From an optimization exercise on the open Yosys and OpenROAD flow, aimed at small area, a short achievable clock period and few clock cycles per item; shortcuts taken in it are not production practice. In this exercise RTL edits were held to simulation tests only and were not proved equivalent to the original. Power figures rest on the tool's default switching activity, not on a simulated workload.

<file path="design/flow/run.sh">
#!/bin/bash
# synth_recipe.tcl (not shown) runs the flow's synth.tcl, then flattens the netlist and writes it again
# the make line also repeats each setting of config.mk as NAME=value (left out here)
make -C /OpenROAD-flow-scripts/flow DESIGN_CONFIG=/design/flow/config.mk WORK_HOME=/design/flow/orfs CLKGATE_MAP_FILE= SYNTH_SCRIPT=/design/flow/synth_recipe.tcl finish
</file>
<file path="design/flow/config.mk">
export PLATFORM = sky130hd
export DESIGN_NAME = mips_core
export DESIGN_NICKNAME = mips_core
export VERILOG_FILES = /design/flow/design.v
export SDC_FILE = /design/flow/constraint.sdc
export NUM_CORES = 4
export LEC_CHECK = 0
export CAP_MARGIN = 20
export CORE_MARGIN = 2
export CORE_UTILIZATION = 40
export SETUP_SLACK_MARGIN = 1.7
export SLEW_MARGIN = 20
</file>
<file path="design/flow/constraint.sdc">
create_clock -name core_clock -period 5.0 [get_ports {clk}]
set_input_delay 1.0000 -clock core_clock [delete_from_list [all_inputs] [get_ports {clk}]]
set_output_delay 1.0000 -clock core_clock [all_outputs]
set_load 0.01 [all_outputs]
</file>
<file path="design/flow/design.v">
package core_pkg;
    typedef logic [32-1:0]              word_t;
    typedef logic [30-1:0]            iaddr_t;
    typedef logic [$clog2(32)-1:0] reg_idx_t;
    typedef logic [5:0]  opcode_t;
    typedef logic [5:0]  funct_t;
    typedef logic [4:0]  shamt_t;
    typedef logic [15:0] imm_t;
endpackage
module fetch_unit (
    input  logic   clk,
    input  logic   rst_n,
    input  logic   imem_stall,
    input  core_pkg::word_t  imem_rdata,
    output core_pkg::iaddr_t imem_addr,
    output core_pkg::word_t  instr,
    output logic   instr_valid
);
    core_pkg::iaddr_t pc;
    always_ff @(posedge clk) begin
        if (!rst_n) begin
            pc          <= '0;
            instr_valid <= 1'b0;
        end else if (!imem_stall) begin
            pc          <= pc + 1'b1;
            instr_valid <= 1'b1;
        end
    end
    always_ff @(posedge clk) begin
        if (!imem_stall) begin
            instr <= imem_rdata;
        end
    end
    assign imem_addr = pc;
endmodule
module decode_control (
    input  logic     clk,
    input  logic     rst_n,
    input  logic     imem_stall,
    input  core_pkg::word_t    instr,
    input  logic     instr_valid,
    output core_pkg::reg_idx_t rs_idx,
    output core_pkg::reg_idx_t rt_idx,
    input  core_pkg::word_t    rs_data,
    input  core_pkg::word_t    rt_data,
    output logic     ex_valid,
    output core_pkg::reg_idx_t ex_dest,
    output core_pkg::word_t    ex_a,
    output core_pkg::word_t    ex_b,
    output logic     ex_fwd_a,
    output logic     ex_fwd_b,
    output core_pkg::shamt_t   ex_shamt,
    output logic     ex_sub,
    output logic     ex_sel_add,
    output logic     ex_sel_slt,
    output logic     ex_sel_log,
    output logic     ex_sel_sll,
    output logic     ex_sel_srl,
    output logic [3:0] ex_tt
);
    localparam logic [3:0] TT_AND  = 4'b1000;
    localparam logic [3:0] TT_OR   = 4'b1110;
    localparam logic [3:0] TT_XOR  = 4'b0110;
    localparam logic [3:0] TT_NOR  = 4'b0001;
    localparam logic [3:0] TT_PASS = 4'b1010;
    core_pkg::opcode_t  opcode;
    core_pkg::funct_t   funct;
    core_pkg::imm_t     imm;
    core_pkg::reg_idx_t rd_idx;
    logic     d_known;
    logic     d_rtype;
    logic     d_sub;
    logic     d_add;
    logic     d_slt;
    logic     d_log;
    logic     d_sll;
    logic     d_srl;
    logic     d_lui;
    logic     d_zext;
    logic [3:0] d_tt;
    core_pkg::reg_idx_t d_dest;
    core_pkg::word_t    d_imm;
    assign opcode = instr[31:26];
    assign rs_idx = instr[25:21];
    assign rt_idx = instr[20:16];
    assign rd_idx = instr[15:11];
    assign funct  = instr[5:0];
    assign imm    = instr[15:0];
    assign d_rtype = (opcode == 6'h00);
    always_comb begin
        d_known = 1'b1;
        d_sub   = 1'b0;
        d_add   = 1'b0;
        d_slt   = 1'b0;
        d_log   = 1'b0;
        d_sll   = 1'b0;
        d_srl   = 1'b0;
        d_lui   = 1'b0;
        d_zext  = 1'b0;
        d_tt    = TT_PASS;
        case (opcode)
            6'h00: begin
                case (funct)
                    6'h20: d_add = 1'b1;
                    6'h22: begin d_add = 1'b1; d_sub = 1'b1; end
                    6'h24: begin d_log = 1'b1; d_tt = TT_AND; end
                    6'h25:  begin d_log = 1'b1; d_tt = TT_OR;  end
                    6'h26: begin d_log = 1'b1; d_tt = TT_XOR; end
                    6'h27: begin d_log = 1'b1; d_tt = TT_NOR; end
                    6'h2a: begin d_slt = 1'b1; d_sub = 1'b1; end
                    6'h00: d_sll = 1'b1;
                    6'h02: d_srl = 1'b1;
                    default:      d_known = 1'b0;
                endcase
            end
            6'h08: d_add = 1'b1;
            6'h0a: begin d_slt = 1'b1; d_sub = 1'b1; end
            6'h0c: begin d_log = 1'b1; d_tt = TT_AND; d_zext = 1'b1; end
            6'h0d:  begin d_log = 1'b1; d_tt = TT_OR;  d_zext = 1'b1; end
            6'h0f:  begin d_log = 1'b1; d_lui = 1'b1; end
            default:       d_known = 1'b0;
        endcase
    end
    assign d_dest = d_rtype ? rd_idx : rt_idx;
    assign d_imm = d_lui  ? {imm, 16'h0000}
                 : d_zext ? {16'h0000, imm}
                 : {{16{imm[15]}}, imm};
    always_ff @(posedge clk) begin
        if (!rst_n) begin
            ex_valid <= 1'b0;
        end else if (!imem_stall) begin
            ex_valid <= instr_valid && d_known && (d_dest != '0);
        end
    end
    always_ff @(posedge clk) begin
        if (!imem_stall) begin
            ex_dest    <= d_dest;
            ex_a       <= rs_data;
            ex_b       <= d_rtype ? rt_data : d_imm;
            ex_fwd_a   <= ex_valid && (ex_dest == rs_idx);
            ex_fwd_b   <= ex_valid && (ex_dest == rt_idx) && d_rtype;
            ex_shamt   <= instr[10:6];
            ex_sub     <= d_sub;
            ex_sel_add <= d_add;
            ex_sel_slt <= d_slt;
            ex_sel_log <= d_log;
            ex_sel_sll <= d_sll && d_rtype;
            ex_sel_srl <= d_srl && d_rtype;
            ex_tt      <= d_tt;
        end
    end
endmodule
module reg_file (
    input  logic     clk,
    input  logic     rst_n,
    input  core_pkg::reg_idx_t rs_idx,
    input  core_pkg::reg_idx_t rt_idx,
    output core_pkg::word_t    rs_data,
    output core_pkg::word_t    rt_data,
    input  logic     we,
    input  core_pkg::reg_idx_t waddr,
    input  core_pkg::word_t    wdata
);
    core_pkg::word_t regs [1:32-1];
    logic [32-1:1] written;
    always_ff @(posedge clk) begin
        for (int i = 1; i < 32; i++) begin
            if (we && (waddr == i)) regs[i] <= wdata;
        end
    end
    always_ff @(posedge clk) begin
        if (!rst_n) begin
            written <= '0;
        end else begin
            for (int i = 1; i < 32; i++) begin
                if (we && (waddr == i)) written[i] <= 1'b1;
            end
        end
    end
    logic rs_byp;
    logic rt_byp;
    assign rs_byp = we && (waddr == rs_idx);
    assign rt_byp = we && (waddr == rt_idx);
    core_pkg::word_t rs_arr;
    core_pkg::word_t rt_arr;
    always_comb begin
        rs_arr = '0;
        rt_arr = '0;
        for (int i = 1; i < 32; i++) begin
            rs_arr = rs_arr | ({32{written[i] && (rs_idx == i)}} & regs[i]);
            rt_arr = rt_arr | ({32{written[i] && (rt_idx == i)}} & regs[i]);
        end
    end
    assign rs_data = rs_byp ? wdata : rs_arr;
    assign rt_data = rt_byp ? wdata : rt_arr;
endmodule
module alu_unit (
    input  core_pkg::word_t   a,
    input  core_pkg::word_t   b,
    input  core_pkg::shamt_t  shamt,
    input  logic              sub,
    input  logic              sel_add,
    input  logic              sel_slt,
    input  logic              sel_log,
    input  logic              sel_sll,
    input  logic              sel_srl,
    input  logic [3:0]        tt,
    output core_pkg::word_t   result
);
    core_pkg::word_t sum;
    core_pkg::word_t logic_r;
    logic            lt;
    assign sum = a + (b ^ {32{sub}}) + {31'b0, sub};
    assign lt = (a[31] ^ b[31]) ? a[31] : sum[31];
    always_comb begin
        for (int i = 0; i < 32; i++) logic_r[i] = tt[{a[i], b[i]}];
    end
    assign result = ({32{sel_add}} & sum)
                  | ({32{sel_log}} & logic_r)
                  | ({32{sel_sll}} & (b << shamt))
                  | ({32{sel_srl}} & (b >> shamt))
                  | {31'b0, sel_slt & lt};
endmodule
module execute_stage (
    input  logic     clk,
    input  logic     rst_n,
    input  logic     imem_stall,
    input  logic     ex_valid,
    input  core_pkg::reg_idx_t ex_dest,
    input  core_pkg::word_t    ex_a,
    input  core_pkg::word_t    ex_b,
    input  logic     ex_fwd_a,
    input  logic     ex_fwd_b,
    input  core_pkg::shamt_t   ex_shamt,
    input  logic     ex_sub,
    input  logic     ex_sel_add,
    input  logic     ex_sel_slt,
    input  logic     ex_sel_log,
    input  logic     ex_sel_sll,
    input  logic     ex_sel_srl,
    input  logic [3:0] ex_tt,
    output core_pkg::word_t    alu_result,
    output logic     wb_valid,
    output core_pkg::reg_idx_t wb_reg,
    output core_pkg::word_t    wb_data
);
    core_pkg::word_t op_a;
    core_pkg::word_t op_b;
    assign op_a = ex_fwd_a ? wb_data : ex_a;
    assign op_b = ex_fwd_b ? wb_data : ex_b;
    alu_unit i_alu (
        .a       (op_a),
        .b       (op_b),
        .shamt   (ex_shamt),
        .sub     (ex_sub),
        .sel_add (ex_sel_add),
        .sel_slt (ex_sel_slt),
        .sel_log (ex_sel_log),
        .sel_sll (ex_sel_sll),
        .sel_srl (ex_sel_srl),
        .tt      (ex_tt),
        .result  (alu_result)
    );
    always_ff @(posedge clk) begin
        if (!rst_n) begin
            wb_valid <= 1'b0;
        end else if (!imem_stall) begin
            wb_valid <= ex_valid;
        end
    end
    always_ff @(posedge clk) begin
        if (!imem_stall) begin
            wb_reg  <= ex_dest;
            wb_data <= alu_result;
        end
    end
endmodule
module mips_core (
    input  logic     clk,
    input  logic     rst_n,
    output core_pkg::iaddr_t   imem_addr,
    input  core_pkg::word_t    imem_rdata,
    input  logic     imem_stall,
    output logic     wb_valid,
    output core_pkg::reg_idx_t wb_reg,
    output core_pkg::word_t    wb_data
);
    core_pkg::word_t    instr;
    logic     instr_valid;
    core_pkg::reg_idx_t rs_idx;
    core_pkg::reg_idx_t rt_idx;
    core_pkg::word_t    rs_data;
    core_pkg::word_t    rt_data;
    logic     ex_valid;
    core_pkg::reg_idx_t ex_dest;
    core_pkg::word_t    ex_a;
    core_pkg::word_t    ex_b;
    logic     ex_fwd_a;
    logic     ex_fwd_b;
    core_pkg::shamt_t   ex_shamt;
    logic     ex_sub;
    logic     ex_sel_add;
    logic     ex_sel_slt;
    logic     ex_sel_log;
    logic     ex_sel_sll;
    logic     ex_sel_srl;
    logic [3:0] ex_tt;
    core_pkg::word_t    alu_result;
    fetch_unit i_fetch (
        .clk         (clk),
        .rst_n       (rst_n),
        .imem_stall  (imem_stall),
        .imem_rdata  (imem_rdata),
        .imem_addr   (imem_addr),
        .instr       (instr),
        .instr_valid (instr_valid)
    );
    decode_control i_decode (
        .clk         (clk),
        .rst_n       (rst_n),
        .imem_stall  (imem_stall),
        .instr       (instr),
        .instr_valid (instr_valid),
        .rs_idx      (rs_idx),
        .rt_idx      (rt_idx),
        .rs_data     (rs_data),
        .rt_data     (rt_data),
        .ex_valid    (ex_valid),
        .ex_dest     (ex_dest),
        .ex_a        (ex_a),
        .ex_b        (ex_b),
        .ex_fwd_a    (ex_fwd_a),
        .ex_fwd_b    (ex_fwd_b),
        .ex_shamt    (ex_shamt),
        .ex_sub      (ex_sub),
        .ex_sel_add  (ex_sel_add),
        .ex_sel_slt  (ex_sel_slt),
        .ex_sel_log  (ex_sel_log),
        .ex_sel_sll  (ex_sel_sll),
        .ex_sel_srl  (ex_sel_srl),
        .ex_tt       (ex_tt)
    );
    reg_file i_regs (
        .clk      (clk),
        .rst_n    (rst_n),
        .rs_idx   (rs_idx),
        .rt_idx   (rt_idx),
        .rs_data  (rs_data),
        .rt_data  (rt_data),
        .we       (wb_valid),
        .waddr    (wb_reg),
        .wdata    (wb_data)
    );
    execute_stage i_execute (
        .clk         (clk),
        .rst_n       (rst_n),
        .imem_stall  (imem_stall),
        .ex_valid    (ex_valid),
        .ex_dest     (ex_dest),
        .ex_a        (ex_a),
        .ex_b        (ex_b),
        .ex_fwd_a    (ex_fwd_a),
        .ex_fwd_b    (ex_fwd_b),
        .ex_shamt    (ex_shamt),
        .ex_sub      (ex_sub),
        .ex_sel_add  (ex_sel_add),
        .ex_sel_slt  (ex_sel_slt),
        .ex_sel_log  (ex_sel_log),
        .ex_sel_sll  (ex_sel_sll),
        .ex_sel_srl  (ex_sel_srl),
        .ex_tt       (ex_tt),
        .alu_result  (alu_result),
        .wb_valid    (wb_valid),
        .wb_reg      (wb_reg),
        .wb_data     (wb_data)
    );
endmodule
</file>
==> impl_metrics.env <==
export IMPL_hp_class="reg -> reg"
export IMPL_synth_fa_ha_area_frac=0.007193
export IMPL_syn_cell_area_um2=56700
export IMPL_cts_buffers_inserted=131
export IMPL_drive_gt1_frac=0.2094
export IMPL_area_delta_synth_final_pct=19.49
export IMPL_post_route_period_util=0.6936
export IMPL_dieWidth_um=380.5
export IMPL_rows=138
export IMPL_rsz0062_at_grt="yes"
export IMPL_dp_slack_ns=0.7987
export IMPL_drtIter0Drc=11560
export IMPL_viasPerCell=7.590
export IMPL_arrival_ns=4.01
export IMPL_avgRoutedWirePerCell_um=43.65
export IMPL_grt_pass1_vias=45320
export IMPL_final_cell_mix="1147 x edfxtp_1, 359 x a22oi_1, 336 x buf_4"
export IMPL_largest_reg_flops=992
export IMPL_clock_root_buffer="clkbuf_16"
export IMPL_path_clk_slew_ns=0.06
export IMPL_period_minus_slack_ns=3.468
export IMPL_synth_xor_xnor_area_share=0.01507
export IMPL_endpoint_kind="register"
export IMPL_p_leak_uw=0.02252
export IMPL_holdWs_ns=0.4782
export IMPL_yosysTopAreaCell="edfxtp_1"
export IMPL_final_hold_violation_count=0
export IMPL_avgSynthCellArea_um2=13.53
export IMPL_wl_um=281400
export IMPL_async_flop_share=0
export IMPL_ys_ff_latch=1211
export IMPL_vias=48930
export IMPL_synth_area_leaders="edfxtp_1 61%, a22oi_1 4.8%, a221oi_1 4.3%"
export IMPL_htree_levels=4
export IMPL_worst_slack_ns=1.532
export IMPL_final_setup_tns_ns=0
export IMPL_drc_errors=0
export IMPL_dp_cells=6079
export IMPL_finClkSkew_ns=0.03274
export IMPL_clock_sinks=1211
export IMPL_io_buffer_count=102
export IMPL_synth_simple_area_share=0.07253
export IMPL_antenna_left=0
export IMPL_final_nets=4512
export IMPL_tritoncts="done"
export IMPL_crit_fanout=11
export IMPL_grt_pass1_wl_um=377000
export IMPL_gr_total_overflow=0
export IMPL_synth_edf_count=1147
export IMPL_ys_flop_type="edfxtp_1"
export IMPL_dp_hpwl_um=169700
export IMPL_power_density_nw_per_um2=350.8
export IMPL_synth_compound_area_frac=0.1903
export IMPL_start_util=0.4020
export IMPL_cp_required_ns=5.54
export IMPL_clk_path_buf_depth=3
export IMPL_die_area_um2=144800
export IMPL_maxSlewHeadroom=0.1306
export IMPL_ios=103
export IMPL_synth_warnings=6
export IMPL_gp_congestion=0.9982
export IMPL_setup_worst_path_class="reg -> reg"
export IMPL_worst_setup_path_start_kind="register"
export IMPL_cts_hold_buf=0
export IMPL_antenna_found_initial=18
export IMPL_synth_top_area_frac=0.6074
export IMPL_synthMuxAreaShare=0.05660
export IMPL_track_usage=0.3739
export IMPL_ir_drop_uv=390.4
export IMPL_final_area_um2=67760
export IMPL_setup_viol=0
export IMPL_mostFrequentLayoutCell="edfxtp_1"
export IMPL_fin_cells=6446
export IMPL_grt_max_degree=77
export IMPL_dr_pass1_iters=20
export IMPL_insertion_delay_ns=0.81
export IMPL_place_area_um2=61290
export IMPL_synth_top_family_by_area="compound AO/OA/AOI/OAI gates"
export IMPL_ys_types=81
export IMPL_fillers=12100
export IMPL_worst_pin_slew_ns=1.301
export IMPL_status="finished clean"
export IMPL_largest_register="i_regs.regs"
export IMPL_seq_area_frac_synth=0.6300
export IMPL_die_height_um=380.5
export IMPL_syn_nets=4257
export IMPL_cap_viol_max_count=0
export IMPL_slew_viol_final=0
export IMPL_synth_cells=4190
export IMPL_core_area_um2=141100
export IMPL_fmax_mhz=288.3
==> through the flow <==
stage	total power, uW	utilization
floorplan	13050	-
global placement	13980	0.4343
detailed placement	13970	0.4345
CTS	23440	0.4711
global route	24200	0.4801
finish	23770	0.4803
==> cell usage after synthesis, types with 64 or more instances <==
cell and instances:
a21oi_1 111, a221oi_1 278, a222oi_1 72, a22o_1 277
a22oi_1 360, and3_1 73, clkbuf_1 297, dfxtp_1 64
edfxtp_1 1147, mux2i_1 122, nand2_1 168, nand3_1 113
nand4_1 135, nor2_1 149, nor3_1 78, o21ai_0 91
==> worst paths after layout <==
| kind | cells after the start | slack (ns) | from | to |
|---|---|---|---|---|
| worst max-delay path | 11 | 1.53 | i_decode.ex_fwd_b | i_execute.wb_data[26] |
| worst min-delay path | 2 | 0.48 | i_fetch.instr_valid | i_fetch.instr_valid |
| worst max register to register | 11 | 1.53 | i_decode.ex_fwd_b | i_execute.wb_data[26] |
| worst min register to register | 2 | 0.48 | i_fetch.instr_valid | i_fetch.instr_valid |
==> critical path: stages, from the launching register on <==
cell and delay, ns:
edfxtp_1 0.38, buf_6 0.16, buf_12 0.16, mux2_4 0.34, buf_4 0.17, o21ai_0 0.43
mux2i_1 0.24, mux2i_1 0.32, nor2_1 0.07, a21oi_1 0.42, o21ai_1 0.20, a311o_1 0.35
==> metal layers <==
layer | share of wire | GRT usage | up-vias
li1 | - | - | 17990
met1 | 0.32 | 0.4502 | 23590
met2 | 0.41 | 0.5411 | 5582
met3 | 0.17 | 0.1664 | 1735
met4 | 0.090 | 0.2454 | 28
met5 | 0.00092 | 0 | -
==> cell type report <==
cell class / count / area, um^2 / area share
diodes: 10 / 25.02 / 0.0003693
clock buffers: 162 / 3482 / 0.05139
inverters: 30 / 118.9 / 0.001754
flip-flops and latches: 1211 / 35720 / 0.5273
well taps: 1890 / 2365 / 0.03490
repair buffers: 496 / 4483 / 0.06617
multi-input cells: 2575 / 20960 / 0.3093
clock inverters: 72 / 598.1 / 0.008827
==> cell families (layout without fill, tap and decap cells) <==
| group | after synthesis | after routing |
|---|---|---|
| DFF | 1211 | 1211 |
| other | 0 | 10 |
| AOI/OAI and AO/OA | 1387 | 1387 |
| muxes | 242 | 242 |
| buffers and inverters | 405 | 760 |
| xor gates and xnor gates | 96 | 96 |
| and+or+nand+nor | 817 | 818 |
| adders and majority gates | 32 | 32 |
==> timing repair <==
item	in CTS	in global routing
pin swaps	27	38
endpoints found under the setup margin	96	92
gates resized for setup	141	157
setup buffers	57	62
cloned	1	2
==> report_power, final <==
group	internal, uW	switching [uW]
Clock	5290	4260
Combinational	966	1660
Sequential	11400	153
Total	17700	6070
Testbench counts, summed over its fixed seeds: cycles 13,304, results 9,487.

what the ideal ports hide:
The flow's constraints put no driver on any port. The routed layout listed below was extracted and timed again, unchanged, in two steps.
Step 1: set_driving_cell puts a clkbuf_16 on clk and a buf_2 on each other input, an assumption about the parent block.
Step 2 adds t to the input delays and takes it off the output delays; t is the mean of the earliest and latest rising clock arrival at the registers after step 1. Input paths then give back, and output paths get back, about the clock's delay inside the block.
a / b / c = ideal / step 1 / step 2; a / b = the first two.
shift t [ns]: 0.869
setup WS [ns]: 1.532 / 1.532 / 1.240
hold slack, ns: 0.478 / 0.478 / 0.478
After both steps setup and hold are still met in this run. For this run, drivers alone change the setup slack by 0.000 ns; drivers and shift together by -0.292 ns.
